From an optimization exercise on the open Yosys and OpenROAD flow, aimed at small area, a short achievable clock period and few clock cycles; shortcuts taken in it are not production practice. Only simulation tests tie the RTL to the original design; equivalence was not proved. Power and IR drop assume default switching activity.

== run A ==
Design playfair_stream_encrypter, start of the top module:
module playfair_stream_encrypter (
  input  wire logic        clk,
  input  wire logic        rst_n,
  input  wire logic        in_tvalid,
  output logic             in_tready,
  input  wire logic [7:0]  in_tdata,
  input  wire logic        in_tlast,
  output logic             out_tvalid,
  input  wire logic        out_tready,
  output logic [7:0]       out_tdata,
  output logic             out_tlast,
  output logic [1:0]       out_tuser,
  input  wire logic        cfg_valid,
  output logic             cfg_ready,
  input  wire logic [1:0]  cfg_index,
  input  wire logic [49:0] cfg_data
);
For scale: about 12000 um2 of cells after synthesis.
==> flow/config.mk <==
export PLATFORM = sky130hd
export DESIGN_NAME = playfair_stream_encrypter
export DESIGN_NICKNAME = playfair_stream_encrypter
export VERILOG_FILES = /design/flow/design.v
export SDC_FILE = /design/flow/constraint.sdc
export NUM_CORES = 4
export LEC_CHECK = 0
export CAP_MARGIN = 20
export CORE_MARGIN = 2
export CORE_UTILIZATION = 40
export CTS_BUF_LIST = sky130_fd_sc_hd__clkbuf_16
export CTS_CLUSTER_DIAMETER = 100
export CTS_CLUSTER_SIZE = 40
export SETUP_SLACK_MARGIN = 5
export SLEW_MARGIN = 20
==> flow/constraint.sdc <==
create_clock -name core_clock -period 8.0 [get_ports {clk}]
set_input_delay 1.6000 -clock core_clock [delete_from_list [all_inputs] [get_ports {clk}]]
set_output_delay 1.6000 -clock core_clock [all_outputs]
set_load 0.01 [all_outputs]
run.sh (not shown) runs the stock make flow with config.mk's settings and CLKGATE_MAP_FILE= SYNTH_SCRIPT=/design/flow/synth_recipe.tcl, a recipe that flattens the netlist after the stock synthesis.
Testbench counts of run A, summed over its fixed seeds: cycles 16,698.
Input-level comparison between run B and run A:
# run A
export LEC_CHECK = 0
export CAP_MARGIN = 20
export CORE_MARGIN = 2
export CORE_UTILIZATION = 40
export CTS_BUF_LIST = sky130_fd_sc_hd__clkbuf_16
export CTS_CLUSTER_DIAMETER = 100
export CTS_CLUSTER_SIZE = 40
export SETUP_SLACK_MARGIN = 5
export SLEW_MARGIN = 20
create_clock -name core_clock -period 8.0 [get_ports {clk}]
# run B
export LEC_CHECK = 0
export CAP_MARGIN = 20
export CORE_MARGIN = 2
export CORE_UTILIZATION = 55
export CTS_BUF_LIST = sky130_fd_sc_hd__clkbuf_8 sky130_fd_sc_hd__clkbuf_16
export CTS_CLUSTER_DIAMETER = 80
export CTS_CLUSTER_SIZE = 25
export SETUP_SLACK_MARGIN = 5
export SLEW_MARGIN = 20
create_clock -name core_clock -period 8.0 [get_ports {clk}]
==> flow/flow/run.sh (new file) <==
#!/bin/bash
set -euo pipefail
bash standard.sh SETUP_SLACK_MARGIN=5.12 finish > standard_flow.log 2>&1
==> flow/standard.sh (new file) <==
#!/bin/bash
# synth_recipe.tcl (not shown) runs the flow's synth.tcl, then flattens the netlist and writes it again
# the make line also repeats each setting of config.mk as NAME=value (left out here)
make -C /OpenROAD-flow-scripts/flow DESIGN_CONFIG=/design/flow/config.mk WORK_HOME=/design/flow/orfs CLKGATE_MAP_FILE= SYNTH_SCRIPT=/design/flow/synth_recipe.tcl "${@:-finish}"
removed: flow/run.sh
Results
Compared with run A, in run B count of endpoints failing hold in the final timing report essentially unchanged; fraction of layout cells with a size suffix above 1 rose by 2.6 points. Row post-layout worst setup margin: run B higher / run A lower. Going from run A to run B, flip-flop and latch count has remained practically unchanged; total wire length +1.3%. Run B — die area 8600 um2 lower, run A as reference. Looking at met1 usage in global routing, run B sits 14 points above run A. When run B is set beside run A, its global-route track usage on met2 turns out to be 10 points larger.
Input-level comparison between run C and run B:
# run B
export LEC_CHECK = 0
export CAP_MARGIN = 20
export CORE_MARGIN = 2
export CORE_UTILIZATION = 55
export CTS_BUF_LIST = sky130_fd_sc_hd__clkbuf_8 sky130_fd_sc_hd__clkbuf_16
export CTS_CLUSTER_DIAMETER = 80
export CTS_CLUSTER_SIZE = 25
export SETUP_SLACK_MARGIN = 5
export SLEW_MARGIN = 20
create_clock -name core_clock -period 8.0 [get_ports {clk}]
# run C
export LEC_CHECK = 0
export CAP_MARGIN = 20
export CORE_MARGIN = 2
export CORE_UTILIZATION = 40
export CTS_BUF_LIST = sky130_fd_sc_hd__clkbuf_8 sky130_fd_sc_hd__clkbuf_16
export CTS_CLUSTER_DIAMETER = 80
export CTS_CLUSTER_SIZE = 25
export SETUP_SLACK_MARGIN = 5
export SLEW_MARGIN = 20
create_clock -name core_clock -period 8.0 [get_ports {clk}]
==> flow/run.sh (new file) <==
#!/bin/bash
# synth_recipe.tcl (not shown) runs the flow's synth.tcl, then flattens the netlist and writes it again
# the make line also repeats each setting of config.mk as NAME=value (left out here)
make -C /OpenROAD-flow-scripts/flow DESIGN_CONFIG=/design/flow/config.mk WORK_HOME=/design/flow/orfs CLKGATE_MAP_FILE= SYNTH_SCRIPT=/design/flow/synth_recipe.tcl finish
removed: flow/flow/run.sh
removed: flow/standard.sh
Result for run C and run B: all clean. Looking at run C and run B, the clock latency on the worst-skew pair is a wash. Per the comparison of run C with run B, routed wire length moved up; overall power ~0 delta. Of run C and run B, the lower filler cell count belongs to run B. Going from run B to run C, worst hold slack increased 18 ps, minimum setup slack in the final design shows a reduction of 160 ps, sequential share of layout area now sits higher.
Input changes introduced in run D (baseline for comparison: run C):
==> flow/flow/run.sh (new file) <==
#!/bin/bash
set -euo pipefail
bash standard.sh SETUP_SLACK_MARGIN=5.12 finish > standard_flow.log 2>&1
==> flow/standard.sh (new file) <==
#!/bin/bash
# synth_recipe.tcl (not shown) runs the flow's synth.tcl, then flattens the netlist and writes it again
# the make line also repeats each setting of config.mk as NAME=value (left out here)
make -C /OpenROAD-flow-scripts/flow DESIGN_CONFIG=/design/flow/config.mk WORK_HOME=/design/flow/orfs CLKGATE_MAP_FILE= SYNTH_SCRIPT=/design/flow/synth_recipe.tcl "${@:-finish}"
removed: flow/run.sh
[summary]
- Changes observed in run D relative to run C: routed wire length has decreased; maximum level of the CTS H-tree stayed essentially flat; share of the cycle needed by the critical path after routing fell 1.7 points; clock skew about even; sequential share of layout area shrank by 0.27 points.
- For internal power summed over all cells, run C and run D come out practically identical.

separate check: timing with driven ports:
How much do the figures lean on ideal ports? The routed layouts below were timed once more, with nothing changed but the port constraints.
Step 1: set_driving_cell puts a clkbuf_16 on clk and a buf_2 on each other input, an assumption about the parent block.
Step 2 times the ports against the registers' clock, not the clock port: input delays grow and output delays shrink by t, the midpoint of the rising clock arrivals with the driver on.
a / b / c = ideal ports / drivers / drivers and shift; a / b = the first two.
run	t, ns	setup slack, ns	hold slack, ns	worst setup path after step 2	cell pins on the clock port's net
run A	0.533	5.004 / 5.001 / 4.538	0.468 / 0.468 / 0.468	input to register	1
run B	0.538	5.169 / 5.182 / 4.650	0.429 / 0.429 / 0.429	input to register	1
run C	0.547	5.012 / 4.989 / 4.484	0.447 / 0.447 / 0.447	input to register	1
run D	0.544	5.150 / 5.150 / 4.691	0.437 / 0.437 / 0.437	input to register	1
After both steps setup and hold are still met in every run listed. For run C, which loses most, drivers alone change the setup slack by -0.023 ns; drivers and shift together by -0.528 ns.
